This design comes from an exercise in tuning for small area, a short achievable clock period and few clock cycles per item on the open sky130 flow, not from production work.
Only simulation tests tie the RTL to the original design; equivalence was not proved.
Power is estimated from default activity; no workload was simulated.

[run.sh]
#!/bin/bash
# synth_recipe.tcl (not shown) runs the flow's synth.tcl, then flattens the netlist and writes it again
# the make line also repeats each setting of config.mk as NAME=value (left out here)
make -C /OpenROAD-flow-scripts/flow DESIGN_CONFIG=/design/flow/config.mk WORK_HOME=/design/flow/orfs CLKGATE_MAP_FILE= SYNTH_SCRIPT=/design/flow/synth_recipe.tcl finish
[config.mk]
export PLATFORM = sky130hd
export DESIGN_NAME = sliding_window_event_rate
export DESIGN_NICKNAME = sliding_window_event_rate
export VERILOG_FILES = /design/flow/design.v
export SDC_FILE = /design/flow/constraint.sdc
export NUM_CORES = 4
export LEC_CHECK = 0
export CAP_MARGIN = 20
export CORE_MARGIN = 2
export CORE_UTILIZATION = 40
export SLEW_MARGIN = 20
[constraint.sdc]
create_clock -name core_clock -period 10.0 [get_ports {clk}]
set_input_delay 2.0000 -clock core_clock [delete_from_list [all_inputs] [get_ports {clk}]]
set_output_delay 2.0000 -clock core_clock [all_outputs]
set_load 0.01 [all_outputs]
[design.v]
package swer_pkg;
  localparam int NOW_W    = 32;
  localparam int ADD_W    = 16;
  localparam int CFG_W    = 7;
  localparam int BUCKET_W = 24;
  localparam int TOTAL_W  = 30;
  localparam logic [CFG_W-1:0]    CFG_RESET  = 7'd60;
  localparam logic [BUCKET_W-1:0] BUCKET_MAX = 24'hFF_FFFF;
  localparam logic [TOTAL_W-1:0]  TOTAL_MAX  = 30'h3FFF_FFFF;
  typedef enum logic [1:0] {
    ST_CLEAR,
    ST_IDLE,
    ST_WALK,
    ST_ADD
  } state_t;
endpackage
module swer_ram #(
  parameter int WIDTH = 24,
  parameter int DEPTH = 64
) (
  input  logic                     clk,
  input  logic                     wr_en,
  input  logic [$clog2(DEPTH)-1:0] wr_addr,
  input  logic [WIDTH-1:0]         wr_data,
  input  logic                     rd_en,
  input  logic [$clog2(DEPTH)-1:0] rd_addr,
  output logic [WIDTH-1:0]         rd_data
);
  logic [WIDTH-1:0] mem [DEPTH];
  always_ff @(posedge clk) begin
    if (wr_en) begin
      mem[wr_addr] <= wr_data;
    end
    if (rd_en) begin
      rd_data <= mem[rd_addr];
    end
  end
endmodule
module sliding_window_event_rate #(
  parameter int MAX_WINDOW = 64
) (
  input  logic                            clk,
  input  logic                            rst_n,
  input  logic                            cfg_valid,
  output logic                            cfg_ready,
  input  logic [swer_pkg::CFG_W-1:0]      cfg_window_seconds,
  input  logic                            in_valid,
  output logic                            in_ready,
  input  logic [swer_pkg::NOW_W-1:0]      in_now_seconds,
  input  logic [swer_pkg::ADD_W-1:0]      in_add_count,
  output logic                            out_valid,
  input  logic                            out_ready,
  output logic [swer_pkg::TOTAL_W-1:0]    out_window_total
);
  localparam int AW = $clog2(MAX_WINDOW);
  localparam int WW = $clog2(MAX_WINDOW + 1);
  swer_pkg::state_t state_r, state_nxt;
  logic [swer_pkg::CFG_W-1:0]    window_r, window_nxt;
  logic [swer_pkg::TOTAL_W-1:0]  total_r, total_nxt;
  logic [swer_pkg::NOW_W-1:0]    last_r, last_nxt;
  logic [AW-1:0]                 slot_r, slot_nxt;
  logic [AW-1:0]                 clr_r, clr_nxt;
  logic [WW-1:0]                 rem_r, rem_nxt;
  logic [swer_pkg::ADD_W-1:0]    add_r, add_nxt;
  logic                          from_mem_r, from_mem_nxt;
  logic                          out_valid_r, out_valid_nxt;
  logic [swer_pkg::TOTAL_W-1:0]  out_total_r, out_total_nxt;
  logic                          wr_en, rd_en;
  logic [AW-1:0]                 wr_addr, rd_addr;
  logic [swer_pkg::BUCKET_W-1:0] wr_data, rd_data;
  logic [WW-1:0]                 w_eff;
  logic [AW-1:0]                 slot_cur, slot_wrap;
  logic [WW-1:0]                 slot_inc;
  logic [swer_pkg::NOW_W-1:0]    delta;
  logic [WW-1:0]                 k_steps;
  logic [swer_pkg::BUCKET_W-1:0] bucket, room_b;
  logic [swer_pkg::TOTAL_W-1:0]  room_t, add_b, add_cut;
  logic                          out_free;
  swer_ram #(
    .WIDTH (swer_pkg::BUCKET_W),
    .DEPTH (MAX_WINDOW)
  ) u_bucket_ram (
    .clk     (clk),
    .wr_en   (wr_en),
    .wr_addr (wr_addr),
    .wr_data (wr_data),
    .rd_en   (rd_en),
    .rd_addr (rd_addr),
    .rd_data (rd_data)
  );
  always_comb begin
    if (window_r == '0) begin
      w_eff = WW'(1);
    end else if (32'(window_r) > 32'(MAX_WINDOW)) begin
      w_eff = WW'(MAX_WINDOW);
    end else begin
      w_eff = WW'(window_r);
    end
  end
  assign slot_cur  = (WW'(slot_r) >= w_eff) ? '0 : slot_r;
  assign slot_inc  = WW'(slot_r) + WW'(1);
  assign slot_wrap = (slot_inc >= w_eff) ? '0 : AW'(slot_inc);
  assign delta     = in_now_seconds - last_r;
  assign k_steps   = (in_now_seconds <= last_r) ? '0 :
                     (delta < 32'(w_eff)) ? WW'(delta) : w_eff;
  assign bucket  = from_mem_r ? rd_data : '0;
  assign room_b  = swer_pkg::BUCKET_MAX - bucket;
  assign room_t  = swer_pkg::TOTAL_MAX - total_r;
  assign add_b   = (swer_pkg::TOTAL_W'(add_r) > swer_pkg::TOTAL_W'(room_b)) ?
                   swer_pkg::TOTAL_W'(room_b) : swer_pkg::TOTAL_W'(add_r);
  assign add_cut = (add_b > room_t) ? room_t : add_b;
  assign out_free  = !out_valid_r || out_ready;
  assign cfg_ready = (state_r == swer_pkg::ST_IDLE) || (state_r == swer_pkg::ST_CLEAR);
  assign in_ready  = (state_r == swer_pkg::ST_IDLE) && !cfg_valid;
  assign out_valid = out_valid_r;
  assign out_window_total = out_total_r;
  always_comb begin
    state_nxt     = state_r;
    window_nxt    = window_r;
    total_nxt     = total_r;
    last_nxt      = last_r;
    slot_nxt      = slot_r;
    clr_nxt       = clr_r;
    rem_nxt       = rem_r;
    add_nxt       = add_r;
    from_mem_nxt  = from_mem_r;
    out_valid_nxt = out_valid_r && !out_ready;
    out_total_nxt = out_total_r;
    wr_en         = 1'b0;
    wr_addr       = slot_r;
    wr_data       = '0;
    rd_en         = 1'b0;
    rd_addr       = slot_r;
    unique case (state_r)
      swer_pkg::ST_CLEAR: begin
        wr_en   = 1'b1;
        wr_addr = clr_r;
        clr_nxt = clr_r + AW'(1);
        if (clr_r == AW'(MAX_WINDOW - 1)) begin
          state_nxt = swer_pkg::ST_IDLE;
        end
      end
      swer_pkg::ST_IDLE: begin
        if (in_valid && in_ready) begin
          add_nxt  = in_add_count;
          slot_nxt = slot_cur;
          rem_nxt  = k_steps;
          if (in_now_seconds > last_r) begin
            last_nxt = in_now_seconds;
          end
          if (k_steps == '0) begin
            rd_en        = 1'b1;
            rd_addr      = slot_cur;
            from_mem_nxt = 1'b1;
            state_nxt    = swer_pkg::ST_ADD;
          end else begin
            from_mem_nxt = 1'b0;
            state_nxt    = swer_pkg::ST_WALK;
          end
        end
      end
      swer_pkg::ST_WALK: begin
        if (from_mem_r) begin
          total_nxt = total_r - swer_pkg::TOTAL_W'(rd_data);
          wr_en     = 1'b1;
          wr_addr   = slot_r;
        end
        if (rem_r != '0) begin
          rd_en        = 1'b1;
          rd_addr      = slot_wrap;
          slot_nxt     = slot_wrap;
          rem_nxt      = rem_r - WW'(1);
          from_mem_nxt = 1'b1;
        end else begin
          from_mem_nxt = 1'b0;
          state_nxt    = swer_pkg::ST_ADD;
        end
      end
      swer_pkg::ST_ADD: begin
        if (out_free) begin
          wr_en         = 1'b1;
          wr_addr       = slot_r;
          wr_data       = bucket + swer_pkg::BUCKET_W'(add_cut);
          total_nxt     = total_r + add_cut;
          out_total_nxt = total_r + add_cut;
          out_valid_nxt = 1'b1;
          state_nxt     = swer_pkg::ST_IDLE;
        end
      end
      default: begin
        state_nxt = swer_pkg::ST_CLEAR;
      end
    endcase
    if (cfg_valid && cfg_ready) begin
      window_nxt = cfg_window_seconds;
      total_nxt  = '0;
      slot_nxt   = '0;
      clr_nxt    = '0;
      state_nxt  = swer_pkg::ST_CLEAR;
    end
  end
  always_ff @(posedge clk) begin
    if (!rst_n) begin
      state_r     <= swer_pkg::ST_CLEAR;
      window_r    <= swer_pkg::CFG_RESET;
      total_r     <= '0;
      last_r      <= '0;
      slot_r      <= '0;
      clr_r       <= '0;
      rem_r       <= '0;
      from_mem_r  <= 1'b0;
      out_valid_r <= 1'b0;
    end else begin
      state_r     <= state_nxt;
      window_r    <= window_nxt;
      total_r     <= total_nxt;
      last_r      <= last_nxt;
      slot_r      <= slot_nxt;
      clr_r       <= clr_nxt;
      rem_r       <= rem_nxt;
      from_mem_r  <= from_mem_nxt;
      out_valid_r <= out_valid_nxt;
    end
  end
  always_ff @(posedge clk) begin
    add_r       <= add_nxt;
    out_total_r <= out_total_nxt;
  end
endmodule
==> impl_results.md <==
- Drt drc: 0
- Run status: timing/DRC/antenna clean
- End of the critical path: total_r[28]
- Post-CTS Setup Inserts: 0
- CTS tree: yes
- Worst Tran Pin Value: between 1000 and 1500 ps
- Synth Instances: roughly 5,800
- Number of top-level pins: 93
- Detailed Routing Iterations Pass 1: 6
- Slew HR: 23.84%
- Total GRT Usage: 22.63%
- Most used cell along the critical path: nor2_1
- CP Data Required Time: ~11,000 ps
- Clock Pin Slew Worst Setup and Hold Paths: ~60 ps
- Most frequent cells in the layout: edfxtp_1 (1,606), nand2_1 (868), nor2_1 (443)
- Critical path data arrival time: around 10000 ps
- Peak supply drop: approximately 0.14 mV
- Met2 usage in global routing: 37.23%
- Register area: approximately 50,000 um^2
- Area growth from synthesis to final layout: 14.85%
- Worst Setup Start Kind: flop
- CP bufs+invs: 3
- DP HPWL: approximately 140,000 um
- HP Class: reg -> reg
- Initial Util: 40.18%
- Crit Path Max Fanout: 35
- Worst Setup SP: from_mem_r
- # H-tree levels: 4
- R2r startpoint: from_mem_r
- Initial antenna violation count: 7
- Final setup viols: 0
- Via-to-Cell Ratio: about 5.7
- Fraction of registers with async set or reset after synthesis: 0%
- Final GP Congestion: approximately 0.95
- Largest net degree at the start of global routing: between 70 and 80
- Fin. Hold Viols: 0
- GR peak layer: met2
- CP max stage delay: between 600 and 700 ps
- Root Buffer: clkbuf_16
- Port bufs: slightly above 90
- DR vias: a little under 50,000
- Layout cells sized above 1: around a tenth
- Die Width: about 440 um
- Hold Slack: approximately 460 ps
- M3 GR Usage: approximately 3.8%
- Clock skew: about 74 ps
- Commonest non-fill, non-tap cell in the layout: edfxtp_1
- First-pass GRT wire length: around 320,000 um
- Syn_area_per_cell: between 10 and 15 um^2
- Unique cell type count in the Yosys netlist: 96
- Vias in the first global route: ~47,000
- Fill cells: roughly 16,000
- Synth Flop Type: edfxtp_1
- Synth Cell Area: 74,340 um^2
- Critical Path Sink Type: flop
- TNS Setup: 0 ps
- Pwr dens: around 170 nW/um^2
- Die area: between 150,000 and 200,000 um^2
- Met1 Use GR: slightly above 30%
- Total clock buffers created by CTS: between 150 and 200
- Levels on crit path: 37
- Clk buf depth: 3
- Number of synthesized flops with an enable pin: about 1,600
- Max-cap violations: 0
- Flop2flop setup slack: roughly 640 ps
- Die H: around 440 um
- Yosys warning total: 2
- Post-synthesis sequential area ratio: 67.35%
- Avg WL per Cell: between 20 and 30 um
- Pins Over Slew Limit: 0
- Multi-input logic area: ~23,000 um^2
- R2r endpoint: total_r[28]
- Hold-fix buffers at CTS: 0
- Setup Crit Path Kind: reg -> reg
- Core footprint: 185,000 um^2
- Clock latency (worst-skew pair): 850 ps
- FMAX: 106.8 MHz
- Hold wc startpoint: last_r[16]
- Final WL: ~220,000 um
- Fin crit period: ~9400 ps
- DR iter-0 viols: 5,753
- Fin crit share: 93.63%
- Row Count: ~160
- CP delay by family, top: compound AO/OA/AOI/OAI gates
- Clock sinks: ~1,700
- Resized cells post-CTS: 0
- P_leak: 32.24 nW
- Unrepaired setup endpoints after global routing: no
- # nets final: approximately 6,300
- #FFs+latches synth: 1,698
- Number of cell instances on the worst register-to-register path: 37
- Crit-path slowest cell: o21ai_0
- Grt total ovfl: 0
- ANT nets after route: 0
state kept, by name, summed over array words and instances (netlist names):
signal / cells
rem_r: 7
u_bucket_ram.rd_data: 24
add_r: 16
last_r: 32
from_mem_r: 1
out_valid_r: 1
slot_r: 6
window_r: 7
out_total_r: 30
state_r: 2
clr_r: 6
u_bucket_ram.mem: 1536
total_r: 30
area by class of cell:
cell class | instances | area share, %
flip-flops and latches | 1698 | 58.64
multi-input cells | 3718 | 26.93
clock buffers | 220 | 5.402
well taps | 2480 | 3.634
repair buffers | 332 | 3.614
clock inverters | 104 | 1.291
inverters | 110 | 0.4836
diodes | 2 | 0.005862
worst min-delay path by stage:
stage / end / slack [ps] / depth (start not counted)
5_1_grt: last_r[11] / 480 / 2
3_3_place_gp: last_r[9] / 450 / 2
2_1_floorplan: last_r[25] / 440 / 2
6_report: last_r[16] / 460 / 2
3_5_place_dp: last_r[16] / 460 / 2
4_1_cts: last_r[16] / 470 / 2
per-stage QoR:
stage               cell area, um^2  util, %  instances  setup WS [ps]  power, mW
global placement              79630    43.03       8337          693.4      8.050
finish                        85380    46.14       8664          637.0      14.40
detailed placement            79630    43.04       8337          721.7      8.050
floorplan                     74370        -       5829          190.9      7.961
CTS                           85350    46.12       8661          644.1      14.50
global route                  85370    46.14       8662          51.44      14.79
worst min-delay path, cell delays in order, from the launching register on:
cell and delay (ps):
dfxtp_1 310, nand2_1 40, a21boi_0 60
Yosys cell counts (82+ instances only):
library cell	count	area, um^2
clkbuf_1	162	608.1
o21ai_0	152	760.7
nor3_1	82	410.4
mux2i_1	383	3834
o22ai_1	137	857.1
nor2_1	529	1986
buf_2	82	410.4
nand3_1	341	1707
inv_1	108	405.4
edfxtp_1	1606	48230
dfxtp_1	92	1842
nand2_1	869	3262
a21oi_1	221	1106
ha_1	166	2077
cell families (layout without fill, tap and decap cells):
group           count (synthesis)  in the layout  share of synthesized area (%)
simple gates                 2098           2098                          12.40
flops                        1698           1698                          67.35
compound gates                955            955                          8.521
buf+inv                       413            766                          2.410
mux                           393            393                          5.308
fa+ha+maj                     170            170                          2.902
xor+xnor                       94             94                          1.107
other cells                     1             10                       0.005044
metal layers:
layer	routed length [um]	share of wire, %
met1	90000	41
met2	104100	47
met4	8446	3.9
met5	60	0.027
met3	16780	7.6
power breakdown:
group	total, mW	internal [mW]	switching [mW]
combinational	0.218	0.0879	0.130
sequential	7.69	7.68	0.00558
clock	6.50	3.66	2.84
total	14.4	11.4	2.97
Testbench counts, summed over its fixed seeds: cycles 60,592, items 9,600.

## separate check: timing with driven ports
The results above use ideal ports. As a check the final layout listed here was re-extracted and re-timed, cells and wires unchanged. Step 1 assumes that a clkbuf_16 drives the clock port and a buf_2 every other input. Step 2 moves the port delays by t, midway between the first and last clock arrival at a register: inputs arrive t later, outputs are due t later. That takes back most of the time a late clock gives input paths. Three values: ideal ports, drivers, drivers and shift; two values: the first two.
t (ns): 0.899
setup slack, ns: 0.637 / 0.637 / 0.533
cell pins on the clock port's net: 1
After both steps setup and hold are still met in this run. For this run, drivers alone change the setup slack by 0.000 ns; drivers and shift together by -0.104 ns.
